Context: an optimization exercise on an open-source flow, tuned for small area. The choices shown serve that exercise and are no tape-out recipe. At most, simulation tests tie the RTL to the original design; equivalence was not proved. Power is estimated from default activity; no workload was simulated.

## csr_top
module csr_top (
    input  logic                          clk_i,
    input  logic                          arst_n_i,
    input  logic                          csr_valid_i,
    input  logic                          csr_csren_i,
    input  logic [csr_pkg::CSR_IDX_W-1:0] csr_index_i,
    input  logic [csr_pkg::XLEN-1:0]      csr_data_i,
    input  logic                          csr_mret_i,
    input  logic                          commit_valid_i,
    input  logic [csr_pkg::OPCODE_W-1:0]  commit_opcode_i,
    input  logic [csr_pkg::XLEN-1:0]      commit_pc_i,
    input  logic                          commit_trap_i,
    input  logic                          commit_trap_async_i,
    input  logic [csr_pkg::TRAP_CAUSE_W-1:0] commit_trap_cause_i,
    input  logic [csr_pkg::XLEN-1:0]      commit_trap_value_i,
    input  logic [csr_pkg::CSR_IDX_W-1:0] read_index_i,
    output logic [csr_pkg::XLEN-1:0]      read_data_o,
    output logic                          read_illegal_o,
    output logic                          flush_req_o,
    output logic [csr_pkg::XLEN-1:0]      flush_newpc_o
);
    wire wr   = csr_valid_i && csr_csren_i;
    wire trap = commit_valid_i && commit_trap_i;
    wire mret = csr_valid_i && csr_mret_i;
    logic            mie, mpie, cy_inh, ir_inh;
    logic [XLEN-1:0] mtvec, mscratch, mepc, mcause, mtval, mcycle, minstret;
    csr_trap_unit u_trap_unit (
        .clk_i        (clk_i),
        .arst_n_i     (arst_n_i),
        .wr_i         (wr),
        .index_i      (csr_index_i),
        .data_i       (csr_data_i),
        .trap_i       (trap),
        .mret_i       (mret),
        .pc_i         (commit_pc_i),
        .trap_async_i (commit_trap_async_i),
        .trap_cause_i (commit_trap_cause_i),
        .trap_value_i (commit_trap_value_i),
        .mie_o        (mie),
        .mpie_o       (mpie),
        .mtvec_o      (mtvec),
        .mscratch_o   (mscratch),
  ...
Size in the first run: about 1900 cells after synthesis, roughly 450 flip-flops, ~370 I/O pins, about 21000 um2 of cells after synthesis.
==> flow/config.mk <==
export PLATFORM = sky130hd
export DESIGN_NAME = csr_top
export DESIGN_NICKNAME = csr_top
export VERILOG_FILES = /design/flow/design.v
export SDC_FILE = /design/flow/constraint.sdc
export NUM_CORES = 4
export LEC_CHECK = 0
export CAP_MARGIN = 0
export CORE_MARGIN = 2
export CORE_UTILIZATION = 40
export SLEW_MARGIN = 0
==> flow/constraint.sdc <==
create_clock -name core_clock -period 7.0 [get_ports {clk_i}]
set_input_delay 1.4000 -clock core_clock [delete_from_list [all_inputs] [get_ports {clk_i}]]
set_output_delay 1.4000 -clock core_clock [all_outputs]
set_load 0.01 [all_outputs]
standard.sh (not shown) runs the stock make flow with config.mk's settings and CLKGATE_MAP_FILE= SYNTH_SCRIPT=/design/flow/synth_recipe.tcl, a recipe that flattens the netlist after the stock synthesis.
==> flow/flow/run.sh <==
#!/bin/bash
# Layout flow: the standard ORFS flow with three changes
#  - synthesis maps the logic with an area-oriented ABC script (flow/abc_area.script);
#    everything else in synthesis (synth_recipe.tcl, the register mapping) is unchanged
#  - port buffers use the smallest buffer, sky130_fd_sc_hd__buf_1
#  - CTS options from flow/cts_args.txt
set -euo pipefail
here=$(pwd)

# synthesis script: ORFS synth.tcl with the ABC script swapped, sourced by synth_recipe.tcl
sed "s|^\( *\)log_cmd abc {\*}\$abc_args|\1set abc_args [lreplace \$abc_args 1 1 $here/flow/abc_area.script]\n\1log_cmd abc {*}\$abc_args|" \
    "$FLOW_HOME/scripts/synth.tcl" > my_synth_core.tcl
grep -q "abc_area.script" my_synth_core.tcl
sed "s|source \$::env(SCRIPTS_DIR)/synth.tcl|source $here/my_synth_core.tcl|" synth_recipe.tcl > my_synth.tcl
grep -q "my_synth_core.tcl" my_synth.tcl
sed "s|SYNTH_SCRIPT=[^ ]*synth_recipe.tcl|SYNTH_SCRIPT=$here/my_synth.tcl|" standard.sh > my_standard.sh
grep -q "my_synth.tcl" my_standard.sh

export BUFFER_PORTS_ARGS="-buffer_cell sky130_fd_sc_hd__buf_1"
if [[ -f flow/cts_args.txt ]]; then
  export CTS_ARGS="$(cat flow/cts_args.txt)"
fi

bash my_standard.sh > flow.log 2>&1
==> flow/flow/abc_area.script <==
&get -n
&st
&dch
&nf
&put
topo
stime -c
dnsize -c
==> flow/flow/cts_args.txt <==
-sink_clustering_enable -repair_clock_nets -dont_use_dummy_load -buf_list sky130_fd_sc_hd__clkbuf_2
==> next run, changes <==
Settings changed: CAP_MARGIN 0 to 20, CORE_UTILIZATION 40 to 60, SLEW_MARGIN 0 to 20.
Result:
- synthesized area does not change
- combinational power decreases by about 3%
- setup slack is worse by 0.090 ns
- hold slack is better by 0.17 ns
- cell area decreases by 1.5%
- total power decreases by 1.3%
==> next run, changes <==
==> flow/flow/abc_area.script (replaced) <==
&get -n
&st
&dch
&nf -R 30
&put
topo
stime -c
dnsize -c
Settings changed: CORE_UTILIZATION 60 to 40, PLACE_DENSITY set to 0.95.
=> The changed run produced a clean layout. Flip-flop and latch count stays the same. Via count climbs by 1.3%. Global-route usage drops by 11 points. Wire length climbs by 8.8%. Clock-buffer cell count climbs by 3.
==> next run, changes <==
--- a/flow/flow/run.sh
+++ b/flow/flow/run.sh
@@ -5,4 +5,5 @@
 #  - port buffers use the smallest buffer, sky130_fd_sc_hd__buf_1
 #  - CTS options from flow/cts_args.txt
+#  - power recovery (downsizing non-critical gates) after global routing
 set -euo pipefail
 here=$(pwd)
@@ -22,3 +23,6 @@
 fi
 
+# downsize gates on paths with positive slack after global routing
+export RECOVER_POWER=100
+
 bash my_standard.sh > flow.log 2>&1
Settings changed: PLACE_DENSITY 0.95 to unset.
What happened: The new run finished but fails on max-capacitance violations, max-slew violations. Final cell count hardly moves. Global-route usage rose by 0.84 points. Power rose by 0.43%. First-iteration DRC count fell by 25%.


run 4:
Starting RTL as in the previous note.
## csr_top
module csr_top (
    input  logic                          clk_i,
    input  logic                          arst_n_i,
    input  logic                          csr_valid_i,
    input  logic                          csr_csren_i,
    input  logic [csr_pkg::CSR_IDX_W-1:0] csr_index_i,
    input  logic [csr_pkg::XLEN-1:0]      csr_data_i,
    input  logic                          csr_mret_i,
    input  logic                          commit_valid_i,
    input  logic [csr_pkg::OPCODE_W-1:0]  commit_opcode_i,
    input  logic [csr_pkg::XLEN-1:0]      commit_pc_i,
    input  logic                          commit_trap_i,
    input  logic                          commit_trap_async_i,
    input  logic [csr_pkg::TRAP_CAUSE_W-1:0] commit_trap_cause_i,
    input  logic [csr_pkg::XLEN-1:0]      commit_trap_value_i,
    input  logic [csr_pkg::CSR_IDX_W-1:0] read_index_i,
    output logic [csr_pkg::XLEN-1:0]      read_data_o,
    output logic                          read_illegal_o,
    output logic                          flush_req_o,
    output logic [csr_pkg::XLEN-1:0]      flush_newpc_o
);
==> flow/config.mk <==
export PLATFORM = sky130hd
export DESIGN_NAME = csr_top
export DESIGN_NICKNAME = csr_top
export VERILOG_FILES = /design/flow/design.v
export SDC_FILE = /design/flow/constraint.sdc
export NUM_CORES = 4
export LEC_CHECK = 0
export CAP_MARGIN = 20
export CORE_MARGIN = 2
export CORE_UTILIZATION = 40
export SLEW_MARGIN = 20
==> flow/constraint.sdc <==
create_clock -name core_clock -period 7.0 [get_ports {clk_i}]
set_input_delay 1.4000 -clock core_clock [delete_from_list [all_inputs] [get_ports {clk_i}]]
set_output_delay 1.4000 -clock core_clock [all_outputs]
set_load 0.01 [all_outputs]
==> flow/flow/run.sh <==
#!/bin/bash
# Layout flow: the standard ORFS flow with three changes
#  - synthesis maps the logic with an area-oriented ABC script (flow/abc_area.script);
#    everything else in synthesis (synth_recipe.tcl, the register mapping) is unchanged
#  - port buffers use the smallest buffer, sky130_fd_sc_hd__buf_1
#  - CTS options from flow/cts_args.txt
set -euo pipefail
here=$(pwd)

# synthesis script: ORFS synth.tcl with the ABC script swapped, sourced by synth_recipe.tcl
sed "s|^\( *\)log_cmd abc {\*}\$abc_args|\1set abc_args [lreplace \$abc_args 1 1 $here/flow/abc_area.script]\n\1log_cmd abc {*}\$abc_args|" \
    "$FLOW_HOME/scripts/synth.tcl" > my_synth_core.tcl
grep -q "abc_area.script" my_synth_core.tcl
sed "s|source \$::env(SCRIPTS_DIR)/synth.tcl|source $here/my_synth_core.tcl|" synth_recipe.tcl > my_synth.tcl
grep -q "my_synth_core.tcl" my_synth.tcl
sed "s|SYNTH_SCRIPT=[^ ]*synth_recipe.tcl|SYNTH_SCRIPT=$here/my_synth.tcl|" standard.sh > my_standard.sh
grep -q "my_synth.tcl" my_standard.sh

export BUFFER_PORTS_ARGS="-buffer_cell sky130_fd_sc_hd__buf_1"
if [[ -f flow/cts_args.txt ]]; then
  export CTS_ARGS="$(cat flow/cts_args.txt)"
fi

bash my_standard.sh > flow.log 2>&1
==> flow/flow/abc_area.script <==
&get -n
&st
&dch
&nf -R 30
&put
topo
stime -c
dnsize -c
Scripts as last shown in full above: flow/flow/cts_args.txt
Run 4 finished end to end and its layout was clean on timing, DRC and antenna.
Edits applied to the flow inputs when going from run 4 to run 2:
- PLACE_DENSITY now 0.75, previously not set
- CORE_UTILIZATION now 50, was 40
==> run notes <==
Density: run 2 denser than run 4
Die: run 2 smaller than run 4
Run 2 vs run 4: multi-input gate share of the layout cell area up in run 2
Delta (run 2 minus run 4): floorplan die height fell about 10%; maximum vdd ir drop rose 34 uV; final total power fell about 1.3%; layout multi-input combinational cell count about even; post-route worst hold slack rose 46 ps.
Run 2 ended with every stage complete and zero timing, DRC or antenna violations.
Comparing run 2 and run 4, area overhead of the layout relative to synthesis is higher on run 4.


csr_top again, from the RTL that the note above started with.
clock: 7.0 ns
lec_check: 0
cap_margin: 20
core_margin: 2
core_utilization: 40
slew_margin: 20
==> flow/flow/abc_area.script <==
&get -n
&st
&dch
&nf
&put
topo
stime -c
dnsize -c
Scripts as last shown in full above: flow/flow/run.sh, flow/flow/cts_args.txt
Next try:
==> flow/flow/abc_area.script (replaced) <==
&get -n
&st
&dch
&nf -R 30
&put
topo
stime -c
dnsize -c
- PLACE_DENSITY: unset -> 0.85
Worst setup slack improved by 0.075 ns.
Non-clock buffer count came out lower by 1.
Area after synthesis hardly moves.


csr_top, a different RTL version from the one above (not shown whole).
Size: roughly 450 flip-flops, roughly 370 I/O pins, about 21,000 um2 of cells after synthesis.
## csr_top
module csr_top (
    input  logic                          clk_i,
    input  logic                          arst_n_i,
    input  logic                          csr_valid_i,
    input  logic                          csr_csren_i,
    input  logic [csr_pkg::CSR_IDX_W-1:0] csr_index_i,
    input  logic [csr_pkg::XLEN-1:0]      csr_data_i,
    input  logic                          csr_mret_i,
    input  logic                          commit_valid_i,
    input  logic [csr_pkg::OPCODE_W-1:0]  commit_opcode_i,
    input  logic [csr_pkg::XLEN-1:0]      commit_pc_i,
    input  logic                          commit_trap_i,
    input  logic                          commit_trap_async_i,
    input  logic [csr_pkg::TRAP_CAUSE_W-1:0] commit_trap_cause_i,
    input  logic [csr_pkg::XLEN-1:0]      commit_trap_value_i,
    input  logic [csr_pkg::CSR_IDX_W-1:0] read_index_i,
    output logic [csr_pkg::XLEN-1:0]      read_data_o,
    output logic                          read_illegal_o,
    output logic                          flush_req_o,
    output logic [csr_pkg::XLEN-1:0]      flush_newpc_o
);
Settings: LEC_CHECK=0, CAP_MARGIN=20, CORE_MARGIN=2, CORE_UTILIZATION=40, PLACE_DENSITY=0.85, SLEW_MARGIN=20; clock period 7.0 ns.
==> flow/flow/abc_area.script <==
&get -n
&st
&dch
&nf
&put
topo
stime -c
dnsize -c
Scripts as last shown in full above: flow/flow/run.sh, flow/flow/cts_args.txt
The first run produced a clean layout.
Rerun with:
==> flow/flow/abc_area.script (replaced) <==
&get -n
&st
&dch
&nf -R 30
&put
topo
stime -c
dnsize -c
=>
- critical path depth rose by 2
- first-iteration DRC count decreases by about 19%
- worst setup slack gets worse by 0.15 ns
- count of clock-buffer cells in the layout drops by 2
- clock power is about the same
- area after synthesis fell by about 0.33%
- routed wire length shrinks by about 3.4%
- utilization is about the same
- flip-flop and latch count does not change
- power decreases by 0.66%
No run of this note included a check of the RTL's function; only the layout flow was run.

-- what the ideal ports hide --
No port has a modelled driver above. Below, the same layouts with a new extraction and two added sets of constraints. Step 1 sets driving cells, clkbuf_16 on the clock port and buf_2 on the other inputs (assumed; they add their load-dependent delay and slew). Step 2, shift: input delay + t, output delay - t, t = (earliest + latest rising clock arrival at the registers) / 2. This alone moves slack from input paths to output paths. a / b / c = ideal / step 1 / step 2; a / b = the first two.
run | t, ns | slack for setup (ns) | worst setup path at the end | slew at the worst register clock pin (ns)
the first run of note 1 | 1.144 | 0.263 / 0.230 / 0.230 | input to output | 0.11 / 0.11
the second run of note 1 | 1.050 | 0.173 / 0.132 / 0.132 | input to output | 0.12 / 0.12
the third run of note 1 | 1.104 | 0.168 / 0.144 / 0.144 | input to output | 0.11 / 0.11
the fourth run of note 1 | 1.122 | 0.335 / 0.312 / -0.738 | input to register | 0.11 / 0.11
run 4 | 1.117 | 0.322 / 0.299 / 0.299 | input to output | 0.10 / 0.10
run 2 | 1.068 | 0.137 / 0.112 / 0.112 | input to output | 0.11 / 0.11
the first run of note 3 | 1.144 | 0.263 / 0.230 / 0.230 | input to output | 0.11 / 0.11
the second run of note 3 | 1.105 | 0.338 / 0.314 / 0.314 | input to output | 0.11 / 0.11
the first run of note 4 | 1.085 | 0.311 / 0.279 / 0.279 | input to output | 0.12 / 0.12
the second run of note 4 | 1.129 | 0.160 / 0.138 / 0.138 | input to output | 0.12 / 0.12
For the fourth run of note 1, which loses most, drivers alone change the setup slack by -0.023 ns; drivers and shift together by -1.073 ns.
